This design comes from an exercise in tuning for small area, a short achievable clock period and few clock cycles per item on the open sky130 flow, not from production work. Only simulation tests tie the RTL to the original design; equivalence was not proved. Power is estimated from default activity; no workload was simulated.

File: design.v
`default_nettype none
package lkp_pkg;
    typedef logic [2-1:0] mshr_idx_t;
    typedef struct packed {
        logic [3-1:0] order_id;
        logic                    so;
        logic [5-1:0]   reg_entry;
        logic [4-1:0]   rob_entry;
    } lkp_meta_t;
    typedef struct packed {
        logic [20-1:0] key;
        lkp_meta_t              meta;
    } lkp_req_t;
    typedef struct packed {
        logic [20-1:0] result;
        lkp_meta_t              meta;
    } lkp_rsp_t;
    typedef struct packed {
        logic [20-1:0] key;
        mshr_idx_t              idx;
    } c2a_req_t;
    typedef enum logic [1:0] {
        S_IDLE,
        S_SEARCH,
        S_RESOLVE
    } slot_state_e;
endpackage
`default_nettype wire
`timescale 1ns/100ps
`default_nettype none
module lookup_cache_top (
    input  wire                      clk,
    input  wire                      rst,
    input  wire                      req_valid_i,
    input  wire  [20+(3 + 1 + 5 + 4)-1:0] req_i,
    output logic                     req_ready_o,
    output logic                     rsp_valid_o,
    output logic [20+(3 + 1 + 5 + 4)-1:0] rsp_o,
    input  wire                      rsp_ready_i,
    output logic                     c2a_vld_o,
    output logic [20-1:0]   c2a_info_o,
    output logic [10-1:0] c2a_req_id_o,
    input  wire                      a2c_rdy_i,
    input  wire                      a2c_rsp_vld_i,
    input  wire  [10-1:0] a2c_rsp_id_i,
    input  wire  [20-1:0]   a2c_rslt_i
);
    localparam int KW = 20;
    localparam int RW = 20;
    localparam int MW = (3 + 1 + 5 + 4);
    localparam int NE = 16;
    localparam int EW = 4;
    localparam int NS = 4;
    localparam int SW = 2;
    logic          sv_q, rv_q, tv_q, ready_q;
    logic [KW-1:0] skey_q, rkey_q, tkey_q;
    logic [MW-1:0] smeta_q, rmeta_q, tmeta_q;
    logic [EW-1:0] tidx_q;           
    logic [3:0]    thv4_q, thp4_q;   
    logic [NE-1:0] kv_q;             
    logic [NE-1:0] cv_q;             
    logic [KW-1:0] key_q  [NE];
    logic [RW-1:0] rslt_q [NE];
    logic [EW-1:0] ptr_q;            
    logic [NE-1:0] ptr_oh_q;         
    logic [NS-1:0] busy_q;
    logic [NS-1:0] rdy_q;            
    logic [EW-1:0] ent_q  [NS];
    logic [MW-1:0] meta_q [NS];
    logic          qv_q;
    logic [SW-1:0] qslot_q;
    logic [EW-1:0] qent_q;
    logic          av_q;
    logic [EW-1:0] aent_q;           
    logic [RW-1:0] ard_q;
    logic          cvld_q;
    logic [KW-1:0] ckey_q;
    logic [SW-1:0] cid_q;
    logic          ov_q;
    logic [RW-1:0] ores_q;
    logic [MW-1:0] ometa_q;
    logic [NE-1:0] a_dec;
    logic [NS-1:0] a_wake;           
    logic          a_tidx;           
    always_comb begin
        for (int e = 0; e < NE; e++) begin
            a_dec[e] = av_q && (aent_q == EW'(e));
        end
        for (int s = 0; s < NS; s++) begin
            a_wake[s] = av_q && (ent_q[s] == aent_q);
        end
        a_tidx = av_q && (aent_q == tidx_q);
    end
    logic [SW-1:0] fsel;
    logic          any_free;
    always_comb begin
        fsel = '0;
        for (int s = NS - 1; s >= 0; s--) begin
            if (!busy_q[s]) fsel = SW'(s);
        end
    end
    assign any_free = |(~busy_q);
    logic lk_ptr;
    always_comb begin
        lk_ptr = 1'b0;
        for (int s = 0; s < NS; s++) begin
            if (busy_q[s] && ent_q[s] == ptr_q) lk_ptr = 1'b1;
        end
    end
    logic o_free, c_free, thv, thp, t_miss;
    assign o_free = !ov_q || rsp_ready_i;
    assign c_free = !cvld_q || a2c_rdy_i;
    assign thv    = |thv4_q;
    assign thp    = |thp4_q;
    assign t_miss = !thv && !thp;
    logic s_fire;        
    logic h_fire;        
    logic p_fire;        
    logic a_fire;        
    logic skip;          
    logic t_free, r_free;
    assign s_fire = qv_q && o_free;
    assign h_fire = tv_q && thv && !qv_q && o_free;
    assign p_fire = tv_q && !t_miss && !h_fire && any_free;
    assign a_fire = tv_q && t_miss && any_free && c_free && !lk_ptr;
    assign skip   = tv_q && t_miss && lk_ptr;
    logic t_hit_wait, t_miss_go;
    assign t_hit_wait = tv_q && thv && !qv_q;
    assign t_miss_go  = tv_q && t_miss && any_free && !lk_ptr;
    assign t_free = !tv_q || (t_hit_wait && !ov_q) || (tv_q && !t_miss && any_free)
                 || (t_miss_go && !cvld_q)
                 || (t_hit_wait && rsp_ready_i) || (t_miss_go && a2c_rdy_i);
    assign r_free = !rv_q || t_free;
    assign req_ready_o = ready_q;
    logic          fwd_on, fwd_eq;
    logic [NE-1:0] m1, m1_v;
    logic [EW-1:0] m1_idx;
    assign fwd_on = tv_q && t_miss;
    assign fwd_eq = (tkey_q == rkey_q);
    always_comb begin
        m1_idx = '0;
        for (int e = 0; e < NE; e++) begin
            if (fwd_on && ptr_oh_q[e]) begin
                m1[e]   = fwd_eq;
                m1_v[e] = 1'b0;
            end else begin
                m1[e]   = kv_q[e] && (key_q[e] == rkey_q);
                m1_v[e] = m1[e] && cv_q[e];
            end
            if (m1[e]) m1_idx = m1_idx | EW'(e);
        end
    end
    logic [NS-1:0] cand;
    logic [SW-1:0] pick;
    always_comb begin
        pick = '0;
        for (int s = 0; s < NS; s++) begin
            cand[s] = busy_q[s] && rdy_q[s] && !(qv_q && qslot_q == SW'(s));
        end
        for (int s = NS - 1; s >= 0; s--) begin
            if (cand[s]) pick = SW'(s);
        end
    end
    always_ff @(posedge clk or posedge rst) begin
        if (rst) begin
            sv_q     <= 1'b0;
            ready_q  <= 1'b1;
            rv_q     <= 1'b0;
            tv_q     <= 1'b0;
            kv_q     <= '0;
            cv_q     <= '0;
            ptr_q    <= '0;
            ptr_oh_q <= NE'(1);
            busy_q   <= '0;
            rdy_q    <= '0;
            qv_q     <= 1'b0;
            cvld_q   <= 1'b0;
            ov_q     <= 1'b0;
            av_q     <= 1'b0;
        end else begin
            av_q <= a2c_rsp_vld_i;
            if (r_free) begin
                rv_q    <= sv_q || req_valid_i;
                sv_q    <= 1'b0;
                ready_q <= 1'b1;
            end else if (req_valid_i && !sv_q) begin
                sv_q    <= 1'b1;
                ready_q <= 1'b0;
            end
            if (t_free) begin
                tv_q <= rv_q;
            end
            cv_q <= cv_q | a_dec;
            if (t_miss_go) begin
                kv_q <= a_fire ? (kv_q | ptr_oh_q) : (kv_q & ~ptr_oh_q);
                cv_q <= (cv_q | a_dec) & ~ptr_oh_q;
            end
            if (a_fire || skip) begin
                ptr_q    <= ptr_q + 1'b1;
                ptr_oh_q <= {ptr_oh_q[NE-2:0], ptr_oh_q[NE-1]};
            end
            for (int s = 0; s < NS; s++) begin
                if (busy_q[s] && a_wake[s]) rdy_q[s] <= 1'b1;
            end
            if (s_fire) begin
                busy_q[qslot_q] <= 1'b0;
            end
            if (p_fire || a_fire) begin
                busy_q[fsel] <= 1'b1;
                rdy_q[fsel]  <= p_fire && (cv_q[tidx_q] || a_tidx);
            end
            if (!qv_q || s_fire) begin
                qv_q <= |cand;
            end
            if (a_fire) begin
                cvld_q <= 1'b1;
            end else if (a2c_rdy_i) begin
                cvld_q <= 1'b0;
            end
            if (s_fire || h_fire) begin
                ov_q <= 1'b1;
            end else if (rsp_ready_i) begin
                ov_q <= 1'b0;
            end
        end
    end
    logic [EW-1:0] oent;
    logic [RW-1:0] omux;
    always_comb begin
        omux = '0;
        oent = qv_q ? qent_q : tidx_q;
        for (int e = 0; e < NE; e++) begin
            if (oent == EW'(e)) omux = omux | rslt_q[e];
        end
    end
    always_ff @(posedge clk) begin
        if (!sv_q) begin
            skey_q  <= req_i[KW+MW-1:MW];
            smeta_q <= req_i[MW-1:0];
        end
        if (r_free) begin
            rkey_q  <= sv_q ? skey_q  : req_i[KW+MW-1:MW];
            rmeta_q <= sv_q ? smeta_q : req_i[MW-1:0];
        end
        if (t_free) begin
            tkey_q  <= rkey_q;
            tmeta_q <= rmeta_q;
            tidx_q  <= m1_idx;
            for (int g = 0; g < 4; g++) begin
                thv4_q[g] <= |m1_v[4*g +: 4];
                thp4_q[g] <= |(m1[4*g +: 4] & ~m1_v[4*g +: 4]);
            end
        end
        ard_q  <= a2c_rslt_i;
        aent_q <= ent_q[a2c_rsp_id_i[SW-1:0]];
        for (int e = 0; e < NE; e++) begin
            if (a_dec[e]) rslt_q[e] <= ard_q;
            if (t_miss_go && ptr_oh_q[e]) key_q[e] <= tkey_q;
        end
        if (any_free) begin
            ent_q[fsel]  <= t_miss ? ptr_q : tidx_q;
            meta_q[fsel] <= tmeta_q;
        end
        if (!qv_q || s_fire) begin
            qslot_q <= pick;
            qent_q  <= ent_q[pick];
        end
        if (c_free) begin
            ckey_q <= tkey_q;
            cid_q  <= fsel;
        end
        if (o_free) begin
            ores_q  <= omux;
            ometa_q <= qv_q ? meta_q[qslot_q] : tmeta_q;
        end
    end
    assign rsp_valid_o  = ov_q;
    assign rsp_o        = {ores_q, ometa_q};
    assign c2a_vld_o    = cvld_q;
    assign c2a_info_o   = ckey_q;
    assign c2a_req_id_o = {{(10 - SW){1'b0}}, cid_q};
endmodule
`default_nettype wire
File: flow/run.sh
#!/bin/bash
# The standard layout, with plain buffers (buf_2) on the ports in place
# of the delay buffers buffer_ports picks by default, and clock tree
# synthesis without dummy loads. Everything else is the standard flow.
# The tool output goes to standard_flow.log here.
set -euo pipefail
export BUFFER_PORTS_ARGS="-buffer_cell sky130_fd_sc_hd__buf_2"
export CTS_ARGS="-sink_clustering_enable -repair_clock_nets -dont_use_dummy_load -sink_clustering_size 26 -sink_clustering_max_diameter 70 -buf_list sky130_fd_sc_hd__clkbuf_16"
bash standard.sh > standard_flow.log 2>&1
File: standard.sh
#!/bin/bash
# synth_recipe.tcl (not shown) runs the flow's synth.tcl, then flattens the netlist and writes it again
# the make line also repeats each setting of config.mk as NAME=value (left out here)
make -C /OpenROAD-flow-scripts/flow DESIGN_CONFIG=/design/flow/config.mk WORK_HOME=/design/flow/orfs CLKGATE_MAP_FILE= SYNTH_SCRIPT=/design/flow/synth_recipe.tcl "${@:-finish}"
File: config.mk
export PLATFORM = sky130hd
export DESIGN_NAME = lookup_cache_top
export DESIGN_NICKNAME = lookup_cache_top
export VERILOG_FILES = /design/flow/design.v
export SDC_FILE = /design/flow/constraint.sdc
export NUM_CORES = 4
export LEC_CHECK = 0
export ABC_AREA = 1
export CAP_MARGIN = 20
export CORE_MARGIN = 2
export CORE_UTILIZATION = 55
export SETUP_SLACK_MARGIN = 4.8
export SLEW_MARGIN = 20
File: constraint.sdc
create_clock -name core_clock -period 7.5 [get_ports {clk}]
set_input_delay 1.5000 -clock core_clock [delete_from_list [all_inputs] [get_ports {clk}]]
set_output_delay 1.5000 -clock core_clock [all_outputs]
set_load 0.01 [all_outputs]
==> summary.md, run 1 <==
| Metric | Value |
|---|---|
| Status | timing/DRC/antenna clean |
| CP Buf/Inv Count | 1 |
| Synth Area in Compound Gates | 0.04654 |
| Routed wire length | between 100 and 150 mm |
| Clock Power Share | 0.168 |
| Initial Util | 0.5564 |
| EDFF count, synth | 847 |
| P_int | approximately 0.01 W |
| Worst-Margin Slew | 0.9638 ns |
| # nets final | roughly 3700 |
| Fmax | 364.6 MHz |
| Row count | 98 |
| Distinct cells, synth | 53 |
| Setup ws final | between 4 and 5 ns |
| Drt first-iter violations | just over 3000 |
| Arrival time at the worst endpoint | between 1 and 1.5 ns |
| Fin crit share | 0.3657 |
| # DRC | 0 |
| First-pass GRT wire length | between 150 and 200 mm |
| Flop pwr share | 0.472 |
| Area Growth Syn to Fin | 9.352% |
| Worst r2r dst | thp4_q[1] |
| Seq/Total Area, Yosys | 0.7108 |
| RSZ-0062 raised after global routing | yes |
| DIE WIDTH | roughly 270 microns |
| CTS HTree Levels | 2 |
| Antenna viol nets, final | 0 |
| CTS buffer count | 51 |
| YS warnings | 3 |
| Initial antenna violation count | 1 |
| NetSw | 0.006422 W |
| Max clock buf depth | 3 |
| Max_slew headroom | 0.3575 |
| Reg2reg start | rkey_q[14] |
| Layout cell share with drive strength beyond 1 | 0.1210 |
| Setup_tns | 0 ns |
| Hold Crit Depth | 0 |
| Leakage Power | between 15 and 20 nW |
| Syn Inst Count | about 3400 |
| Main combinational cell family by area after synthesis | simple AND/OR/NAND/NOR gates |
| Avg WL per Cell | ~24 microns |
| Setup violations, final | 0 |
| Detailed placement HPWL | between 60 and 70 mm |
| Vias in the first global route | ~25000 |
| Post-Place Setup Slack | between 3 and 4 ns |
| Remaining global-route overflow | 0 |
| Register-to-Register Setup Slack | 4.90 ns |
| Height of the die | roughly 270 microns |
| DIE AREA | approximately 0.075 sq mm |
| Sw frac | 0.3857 |
| CTS Hold Bufs | 0 |
| CTS tree | done |
| Clk pin slew, worst setup/hold paths | roughly 0.090 ns |
| Mux cell area share after synthesis | 0.009327 |
| Max stage delay on crit path | between 0.5 and 0.6 ns |
| Xor/xnor share of the synthesized area | 0.02660 |
| Synth Flop Type | edfxtp_1 |
| Synthesized cell area | between 0.03 and 0.04 sq mm |
| DR pass1 iterations | 7 |
| Routability cong. | between 0.9 and 1 |
| Endpoints failing hold | 0 |
| # clock sinks | slightly below 1000 |
| Largest net degree at the start of global routing | 69 |
| IO Port Bufs | around 120 |
| Fin crit period | 2.743 ns |
| Core Region | just over 0.07 sq mm |
| CP Class | reg2out |
| Max-Cap Viols | 0 |
| Total power | between 0.015 and 0.02 W |
| Worst path top cell family by delay | flip-flops |
| Simple-gate area share of the yosys netlist | 0.1635 |
| Clock Root Buffer | clkbuf_16 |
| Final clock skew | around 0.05 ns |
| Clock latency (worst-skew pair) | 0.64 ns |
| Critical Path End Type | primary output |
| Setup crit start kind | register |
| Synth Area per Inst | roughly 12 sq um |
| Synth async-reset ratio | 0.06982 |
| CP Max Fanout | 2 |
| Hold Crit Class | reg2reg |
| Critical-path top delay cell | dfstp_2 |
| Max Slew Vio Count | 0 |
| Logic pwr share | 0.360 |
| Drt via density | about 5.7 |
| Hold_sp | rmeta_q[4] |
| DR vias | 26026 |
| Synth Area in Adders | 0.002512 |
| Gr usage total | 0.2981 |
| Worst EP required | approximately 6 ns |
| Pwr/cell area | ~380 mW/mm^2 |
| FF+latch count, synth | slightly below 1000 |
| Worst Reg-to-Reg Cells | 14 |
| Ports | approximately 140 |
| Worst vdd ir | between 0.4 and 0.5 mV |
| Crit path cell chain | buf_6 |
| WHS Endpoint | tmeta_q[4] |
## per-stage QoR
step	util	cell area [sq um]	hold WS, ns	cells
finish	0.6084	43570	0.4246	4548
global route	0.6084	43560	0.4336	4546
CTS	0.6068	43450	0.4271	4537
detailed placement	0.5825	41710	0.4045	4451
global placement	0.5823	41700	0.4044	4450
floorplan	-	39930	0.4003	3426
## routing by layer
layer	vias to the layer above	global-route usage	part of all wire	wire, microns
li1	11973	-	-	-
met1	12758	0.3989	0.40	43900
met2	1079	0.5109	0.49	54350
met3	216	0.04121	0.080	8881
met4	0	0.08729	0.031	3424
met5	-	0	0	0
## timing repair
action | in CTS | in global routing
gates cloned | 16 | 0
resized for setup | 40 | 19
pin swaps | 20 | 1
endpoints found under the setup margin | 513 | 314
setup buffers | 19 | 9
## cell usage after synthesis, types with 2 or more instances
master    number  area share
nand2_1      855       0.081
a31oi_1       13      0.0020
inv_2         15      0.0014
xnor2_1       78       0.017
mux2_2        33      0.0093
o211ai_1       4     0.00075
buf_1          3     0.00028
xor2_1        43      0.0095
o22ai_1       23      0.0036
nor3_2         2     0.00050
a31o_2         2     0.00044
ha_1           8      0.0025
or2_1          4     0.00063
o21ai_1       23      0.0029
o21ai_0      243       0.031
clkinv_1       2     0.00019
clkbuf_1      16      0.0015
o21ai_4        2     0.00082
dfxtp_1       59       0.030
a21oi_1       27      0.0034
nor2_2         6     0.00094
nand4_1      120       0.019
edfxtp_1     847        0.64
buf_2         65      0.0082
nand3_1       98       0.012
dfrtp_1       66       0.041
dfstp_2        2      0.0013
inv_1        213       0.020
a211oi_1       2     0.00038
nor2_4         5      0.0014
or2_2          7      0.0011
nor3_1        11      0.0014
buf_6          3     0.00085
nor2_1       444       0.042
buf_4         42      0.0079
and2_1        16      0.0025
## cell type report
type                            count  area [sq um]
Timing Repair Buffer              233          1508
Tap cell                          950          1189
Antenna cell                        2         5.005
Clock buffer                       51          1276
Timing Repair inverter              1         7.507
Sequential cell                   974         28320
Fill cell                        5737         28040
Inverter                          231         903.4
Multi-Input combinational cell   2106         10360
## worst max-delay path by stage
| stage | start | end | slack [ns] | cells after the start |
|---|---|---|---|---|
| floorplan | rsp_ready_i | rkey_q[0] | 4.71 | 4 |
| global placement | a2c_rdy_i | rmeta_q[5] | 3.53 | 5 |
| detailed placement | a2c_rdy_i | rkey_q[5] | 3.51 | 5 |
| CTS | ckey_q[10] | c2a_info_o[10] | 4.73 | 1 |
| global route | ready_q | req_ready_o | 4.73 | 1 |
| finish | ready_q | req_ready_o | 4.76 | 1 |
## placed cells by master (no fill, tap or decap), drive strengths merged, types with 2 or more instances in the layout
master and instances:
clkbuf 51, edfxtp 847, o211ai 4, diode 2
conb 8, o21ai 269, or2 12, o22ai 23
a21oi 28, clkinv 4, nand3 100, mux2 33
dfxtp 59, ha 8, buf 233, nor2 468
a31oi 13, xor2 43, nand2 858, inv 222
clkinvlp 6, a31o 2, a211oi 2, dfrtp 66
nor3 14, dfstp 2, and2 16, nand4 120
xnor2 78
## sequential cells by signal, indices dropped and copies added, names as in the netlist, 4 cells and up, named ones only
signal    flops
aent_q        4
ard_q        20
busy_q        4
ckey_q       20
cv_q         16
ent_q        16
key_q       320
meta_q       52
ometa_q      13
ores_q       20
ptr_oh_q     16
ptr_q         4
qent_q        4
rdy_q         4
rkey_q       20
rmeta_q      13
rslt_q      320
skey_q       20
smeta_q      13
thp4_q        4
thv4_q        4
tidx_q        4
tkey_q       20
tmeta_q      13
## power groups by stage
stage / logic (W) / clock network (W) / registers, W
finish: 0.00600 / 0.00280 / 0.00785
CTS: 0.00593 / 0.00286 / 0.00785
floorplan: 0.00331 / 0 / 0.00800
detailed placement: 0.00563 / 0 / 0.00805
global route: 0.00648 / 0.00303 / 0.00794
global placement: 0.00554 / 0 / 0.00802
## cell families (layout without fill, tap and decap cells)
| family | Yosys count | in the layout |
|---|---|---|
| other cells | 1 | 10 |
| mux | 33 | 33 |
| compound gates | 347 | 347 |
| fa+ha+maj | 8 | 8 |
| simple gates | 1574 | 1589 |
| flops | 974 | 974 |
| xor+xnor | 121 | 121 |
| buf+inv | 361 | 516 |
Testbench counts, summed over its fixed seeds: cycles 8,451, items 8,000.
==> run 2: changes to the inputs <==
--- a/config.mk
+++ b/config.mk
@@ -5,7 +5,6 @@
 export SDC_FILE = /design/flow/constraint.sdc
 export NUM_CORES = 4
 export LEC_CHECK = 0
-export ABC_AREA = 1
 export CAP_MARGIN = 20
 export CORE_MARGIN = 2
 export CORE_UTILIZATION = 55
==> run 2 against run 1 <==
Against the previous run:
- still clean
- sequential share of layout area is 2.1 points higher
- register-to-register slack got worse by 0.07 ns
- utilization is 0.66 points higher
- sequential power is 11% higher
- via count fell by 21%
- total power is 5.8% higher
- flip-flop and latch count stayed put
- non-clock buffer count is 13 higher
- synthesized area fell by 4.3%
- clock skew grew 0.019 ns
==> summary.md, run 2 <==
| Metric | Value |
|---|---|
| Status | timing/DRC/antenna clean |
| Main combinational cell family by area after synthesis | XOR/XNOR gates |
| CP Max Fanout | 1 |
| CP Class | reg2out |
| # clock sinks | around 970 |
| Flop pwr share | 0.496 |
| IO Port Bufs | approximately 120 |
| Synth Area in Compound Gates | 0.05245 |
| Mux cell area share after synthesis | 0.04329 |
| Commonest cells after routing, fill and taps aside | edfxtp_1, xor2_1, buf_2, buf_4, a22oi_1 |
| Clk pin slew, worst setup/hold paths | around 0.10 ns |
| Avg WL per Cell | approximately 28 microns |
| Fin crit period | roughly 2.8 ns |
| DIE WIDTH | about 270 microns |
| P_int | ~0.011 W |
| EDFF count, synth | roughly 850 |
| Layout cell share with drive strength beyond 1 | 0.2032 |
| Vias in the first global route | ~21000 |
| Logic pwr share | 0.347 |
| CTS HTree Levels | 2 |
| # DRC | 0 |
| Row count | 96 |
| Dominant cells by area after synthesis | edfxtp_1, xor2_1, dfrtp_1 |
| Height of the die | around 270 microns |
| Final clock skew | slightly below 0.07 ns |
| Max stage delay on crit path | 0.45 ns |
| Initial Util | 0.5562 |
| Fmax | between 300 and 400 MHz |
| Max_slew headroom | 0.3428 |
| First-pass GRT wire length | 138.7 mm |
| Area Growth Syn to Fin | 10.58% |
| Largest net degree at the start of global routing | between 60 and 70 |
| Seq/Total Area, Yosys | 0.7424 |
| Critical-path top delay cell | edfxtp_1 |
| Drt first-iter violations | between 1500 and 2000 |
| Initial antenna violation count | 0 |
| Critical Path End Type | primary output |
| Worst vdd ir | approximately 0.26 mV |
| Cell Area, Placed | 0.04010 sq mm |
| Biggest regs | key_q: 320 flops, rslt_q: 320 flops, meta_q: 52 flops |
| Clock latency (worst-skew pair) | roughly 0.65 ns |
| Hold Crit Class | reg2reg |
| Most frequent cell after synthesis | edfxtp_1 |
| Setup violations, final | 0 |
| Synth Area in Adders | 0.002624 |
| Antenna viol nets, final | 0 |
| Max Slew Vio Count | 0 |
| Arrival time at the worst endpoint | between 1 and 1.5 ns |
| Routability cong. | 0.8990 |
| DIE AREA | 0.07148 sq mm |
| CTS tree | done |
| Most common cell after layout, fill and taps aside | edfxtp_1 |
| Leakage Power | about 15 nW |
| Post-synth top area share | 0.6667 |
| Remaining global-route overflow | 0 |
| FF+latch count, synth | about 970 |
| Core Region | about 0.069 sq mm |
| Antenna Cells | 0 |
| Max-Cap Viols | 0 |
| Total power | 0.01762 W |
| Setup_tns | 0 ns |
| Worst EP required | about 6 ns |
| Endpoints failing hold | 0 |
| Distinct cells, synth | 65 |
| Gr usage total | 0.2681 |
| Pwr/cell area | 417.6 mW/mm^2 |
| Synth Area per Inst | ~17 sq um |
| Synth area leader | edfxtp_1 |
| Post-Place Cells | approximately 3300 |
| Ports | between 100 and 150 |
| Synth async-reset ratio | 0.06982 |
| Final Instance Area | about 0.042 sq mm |
| Setup crit start kind | register |
| Max clock buf depth | 3 |
| # nets final | ~2600 |
| Post-route insts no fill | around 3400 |
| Worst path top cell family by delay | flip-flops |
| Fin crit share | 0.3684 |
| Detailed placement HPWL | ~54 mm |
| Clock Root Buffer | clkbuf_16 |
| Clock Power Share | 0.157 |
| DR pass1 iterations | 8 |
| Filler Cells Inserted | just over 5000 |
| Simple-gate area share of the yosys netlist | 0.05392 |
| RSZ-0062 raised after global routing | yes |
| Crit path cell chain | buf_2 |
| YS warnings | 3 |
| CTS buffer count | 49 |
| Top post-synthesis cells by count | edfxtp_1, xor2_1, a22oi_1, nor4_1, mux2_2 |
| Sw frac | 0.3583 |
| NetSw | approximately 0.0063 W |
| Routed wire length | approximately 95 mm |
| Drt via density | 6.056 |
| Worst-Margin Slew | 0.9844 ns |
| Synthesized cell area | roughly 0.038 sq mm |
| DR vias | 20602 |
| Synth Flop Type | edfxtp_1 |
| Xor/xnor share of the synthesized area | 0.08495 |
| Syn Inst Count | 2283 |
| CP Buf/Inv Count | 1 |
run 2: changes by cell type in the layout (fill, tap and decap cells not counted), sizes merged, moves of 88 or more:
cell / before / now
a22oi: 0 / 88
inv: 222 / 45
nand2: 858 / 70
nand4: 120 / 28
nor2: 468 / 73
o21ai: 269 / 13
xor2: 43 / 342
run 2: path summary, 6_finish.rpt:
path / start / endpoint / slack [ns] / depth (start not counted)
worst max-delay path: ores_q[5] / rsp_o[18] / 4.74 / 1
worst min-delay path: rmeta_q[9] / tmeta_q[9] / 0.41 / 0
worst max register to register: rkey_q[4] / thp4_q[3] / 4.83 / 7
worst min register to register: rmeta_q[9] / tmeta_q[9] / 0.41 / 0
max in group asynchronous: rst / ptr_q[0] / 5.58 / 3
min in group asynchronous: rst / cvld_q / 0.78 / 2
run 2: kinds of logic (layout without fill, tap and decap cells):
| family | count (synthesis) | count (layout) |
|---|---|---|
| DFF | 974 | 974 |
| other | 1 | 8 |
| AOI/OAI and AO/OA | 246 | 246 |
| muxes | 129 | 129 |
| adders and majority gates | 8 | 8 |
| and+or+nand+nor | 389 | 392 |
| buffers and inverters | 166 | 344 |
| xor gates and xnor gates | 370 | 370 |
run 2: repair_timing:
item,CTS,global route
cloned,3,1
setup endpoints to repair,500,151
resized for setup,71,34
hold buffers,0,0
pin swaps,9,12
setup buffers,35,13
run 2: stage by stage:
stage                     utilization  hold slack [ns]  setup slack, ns
after floorplan                     -           0.4003            4.341
final                          0.6151           0.4083            4.737
after global routing           0.6151           0.4238            4.705
after detailed placement       0.5846           0.4075            3.392
after global placement         0.5842           0.4012            3.139
after CTS                      0.6111           0.4180            4.710
run 2: layer usage:
layer  vias up  GRT usage  routed length [microns]
met3       148    0.03200                     4871
met2       618     0.4671                    48400
met1     10815     0.3597                    39520
li1       9021          -                        -
met4         0    0.06985                     2265
met5         -          0                        0
run 2: power by group through the flow:
stage	combinational (W)	clock, W	sequential, W
final	0.00611	0.00276	0.00874
after global routing	0.00654	0.00299	0.00889
after CTS	0.00602	0.00282	0.00874
after detailed placement	0.00562	0	0.00891
after global placement	0.00551	0	0.00884
after floorplan	0.00345	0	0.00876
run 2: area by class of cell:
type / count / area (sq um) / share of cell area
Timing Repair inverter: 1 / 7.507 / 0.0001780
Multi-Input combinational cell: 1153 / 9590 / 0.2273
Inverter: 48 / 187.7 / 0.004449
Sequential cell: 974 / 28320 / 0.6714
Timing Repair Buffer: 246 / 1685 / 0.03995
Tap cell: 931 / 1165 / 0.02761
Clock buffer: 49 / 1226 / 0.02907
==> run 3: changes to the inputs <==
--- a/config.mk
+++ b/config.mk
@@ -7,6 +7,6 @@
 export LEC_CHECK = 0
 export CAP_MARGIN = 20
 export CORE_MARGIN = 2
-export CORE_UTILIZATION = 55
-export SETUP_SLACK_MARGIN = 4.8
+export CORE_UTILIZATION = 50
+export SETUP_SLACK_MARGIN = 4.85
 export SLEW_MARGIN = 20
==> run 3 against run 2 <==
Against the previous run:
- non-clock buffer count grew 8
- die area grew 9.8%
- register-to-register slack gained 0.04 ns
- largest power group unchanged
- first-iteration DRC count grew 9.0%
- worst hold slack gained 0.0083 ns
- sequential power grew 0.6%
==> summary.md, run 3 <==
| Metric | Value |
|---|---|
| First-pass GRT wire length | between 100 and 150 mm |
| CTS tree | done |
| CTS HTree Levels | 2 |
| Initial Util | 0.5040 |
| Synth Flop Type | edfxtp_1 |
| Row count | ~100 |
| Critical-path top delay cell | edfxtp_1 |
| Gr usage total | 0.2432 |
| DR vias | between 20000 and 25000 |
| Clock latency (worst-skew pair) | between 0.6 and 0.7 ns |
| Detailed placement HPWL | 53.59 mm |
| Biggest regs | key_q: 320 flops, rslt_q: 320 flops, meta_q: 52 flops |
| Distinct cells, synth | 65 |
| Most common cell after layout, fill and taps aside | edfxtp_1 |
| CP Max Fanout | 1 |
| DR pass1 iterations | 5 |
| Critical Path End Type | primary output |
| Area Growth Syn to Fin | 11.62% |
| Cell Area, Placed | 0.04009 sq mm |
| Initial antenna violation count | 0 |
| Clock Root Buffer | clkbuf_16 |
| Drt via density | roughly 6.0 |
| Post-route insts no fill | about 3500 |
| DIE AREA | roughly 0.079 sq mm |
| Top post-synthesis cells by count | edfxtp_1, xor2_1, a22oi_1, nor4_1, mux2_2 |
| Setup_tns | 0 ns |
| DIE WIDTH | around 280 microns |
| Avg WL per Cell | approximately 28 microns |
| Height of the die | approximately 280 microns |
| Drt first-iter violations | between 1500 and 2000 |
| EDFF count, synth | between 800 and 900 |
| Worst r2r dst | thp4_q[1] |
| Arrival time at the worst endpoint | 1.29 ns |
| Post-synth top area share | 0.6667 |
| Hold_sp | rmeta_q[11] |
| Final Instance Area | ~0.043 sq mm |
| Synth async-reset ratio | 0.06982 |
| CTS buffer count | between 50 and 60 |
| Most frequent cell after synthesis | edfxtp_1 |
| Worst-Margin Slew | approximately 1.0 ns |
| Worst Reg-to-Reg Cells | 8 |
| Area taken by multi-input logic gates | ~0.0097 sq mm |
| WHS Endpoint | tmeta_q[11] |
| Sw frac | 0.3619 |
| Antenna Cells | 0 |
| Syn Inst Count | 2283 |
| Synthesized cell area | 0.03815 sq mm |
| Max-Cap Viols | 0 |
| Ports | ~140 |
| Clk pin slew, worst setup/hold paths | about 0.090 ns |
| FF+latch count, synth | slightly below 1000 |
| Endpoints failing hold | 0 |
| Setup violations, final | 0 |
| Final clock skew | between 0.08 and 0.09 ns |
| Dominant cells by area after synthesis | edfxtp_1, xor2_1, dfrtp_1 |
| Seq/Total Area, Yosys | 0.7424 |
| Reg2reg start | rkey_q[1] |
| Synth area leader | edfxtp_1 |
| Hold Crit Class | reg2reg |
| WP depth | 1 |
| Register-to-Register Setup Slack | between 4 and 5 ns |
| Leakage Power | roughly 15 nW |
| Worst EP required | around 6.0 ns |
| Clock Power Share | 0.156 |
| Layout cell share with drive strength beyond 1 | 0.2067 |
| CP Buf/Inv Count | 1 |
| Logic pwr share | 0.355 |
| Pwr/cell area | between 400 and 500 mW/mm^2 |
| Remaining global-route overflow | 0 |
| Max clock buf depth | 3 |
| Status | timing/DRC/antenna clean |
| Largest net degree at the start of global routing | between 60 and 70 |
| # DRC | 0 |
| Setup crit start kind | register |
| # nets final | between 2000 and 3000 |
| # clock sinks | 974 |
| Antenna viol nets, final | 0 |
| Filler Cells Inserted | 5813 |
| NetSw | approximately 0.0065 W |
| Max_slew headroom | 0.3167 |
| RSZ-0062 raised after global routing | yes |
| Vias in the first global route | 20408 |
| Commonest cells after routing, fill and taps aside | edfxtp_1, xor2_1, buf_2, buf_4, a22oi_1 |
| CP Class | reg2out |
| Synth Area per Inst | 16.71 sq um |
| IO Port Bufs | 118 |
| Max stage delay on crit path | roughly 0.46 ns |
| Worst path top cell family by delay | flip-flops |
| Max Slew Vio Count | 0 |
| Reg area | approximately 0.028 sq mm |
| Routed wire length | roughly 99 mm |
| Total power | roughly 0.018 W |
| Routability cong. | between 0.8 and 0.9 |
| YS warnings | 3 |
| Fmax | about 360 MHz |
| Hold slack | around 0.42 ns |
| Fin crit share | 0.3725 |
| Crit path cell chain | buf_2 |
| Core Region | between 0.07 and 0.08 sq mm |
| P_int | around 0.011 W |
| Hold Crit Depth | 0 |
| Flop pwr share | 0.489 |
| Post-Place Cells | between 3000 and 4000 |
| Worst vdd ir | 0.3038 mV |
| Fin crit period | 2.794 ns |
## run 3: cell counts after synthesis
Identical to the previous run, type by type.
## run 3: per-layer routing
metal / vias up / share of wire / global-route usage
met3: 146 / 0.058 / 0.02631
met5: - / 0 / 0
met2: 717 / 0.50 / 0.4149
met4: 0 / 0.029 / 0.06993
met1: 10916 / 0.42 / 0.3323
li1: 9090 / - / -
## run 3: power by group through the flow
stage	Clock (W)	Combinational, W	Sequential [W]
5_1_grt	0.00304	0.00679	0.00893
6_report	0.00280	0.00638	0.00879
2_1_floorplan	0	0.00345	0.00876
3_3_place_gp	0	0.00545	0.00889
3_5_place_dp	0	0.00559	0.00895
4_1_cts	0.00287	0.00598	0.00875
## run 3: per-stage QoR
stage | utilization | setup WS (ns)
4_1_cts | 0.5537 | 4.668
2_1_floorplan | - | 4.341
3_3_place_gp | 0.5294 | 3.569
3_5_place_dp | 0.5297 | 3.542
6_report | 0.5625 | 4.706
5_1_grt | 0.5625 | 4.658
## run 3: kinds of logic (layout without fill, tap and decap cells)
kind of cell / Yosys count / after routing / share of synthesized area
compound gates: 246 / 246 / 0.05245
xor+xnor: 370 / 370 / 0.08495
fa+ha+maj: 8 / 8 / 0.002624
buf+inv: 166 / 353 / 0.02030
flops: 974 / 974 / 0.7424
mux: 129 / 129 / 0.04329
other cells: 1 / 8 / 0.00009830
simple gates: 389 / 404 / 0.05392
## run 3: worst max path at each step
stage | startpoint | end | slack (ns)
finish | ores_q[16] | rsp_o[29] | 4.71
global route | ores_q[16] | rsp_o[29] | 4.66
CTS | ores_q[17] | rsp_o[30] | 4.67
detailed placement | thp4_q[1] | register | 3.54
global placement | rsp_ready_i | tkey_q[12] | 3.57
floorplan | rsp_ready_i | thp4_q[0] | 4.34
## run 3: timing repair
action                     4_1_cts  5_1_grt
setup buffers                   22       35
gates cloned                     3       13
resized for setup               86       57
pin swaps                        5       29
hold buffers                     0        0
setup endpoints to repair      542      170
## run 3: final cells by class
type / count / share of cell area
clock buffers: 51 / 0.02997
repair buffers: 254 / 0.04405
multi-input cells: 1165 / 0.2276
well taps: 978 / 0.02874
inverters: 48 / 0.004408
flip-flops and latches: 974 / 0.6652

## re-timing with driven ports
How much do the figures lean on ideal ports? The routed layouts below were timed once more, with nothing changed but the port constraints. Step 1: set_driving_cell puts a clkbuf_16 on clk and a buf_2 on each other input, an assumption about the parent block. Step 2 moves the port delays by t, midway between the first and last clock arrival at a register: inputs arrive t later, outputs are due t later. That takes back most of the time a late clock gives input paths. Three values: ideal, step 1, step 2; two values: the first two.
| run | shift t [ns] | setup slack, ns | pins driven straight from the clock port |
|---|---|---|---|
| run 1 | 0.688 | 4.757 / 4.687 / 4.238 | 1 |
| run 2 | 0.676 | 4.737 / 4.671 / 4.235 | 1 |
| run 3 | 0.670 | 4.706 / 4.646 / 4.313 | 1 |
After both steps every run listed still meets setup and hold. For run 1, which loses most, drivers alone change the setup slack by -0.070 ns; drivers and shift together by -0.519 ns.
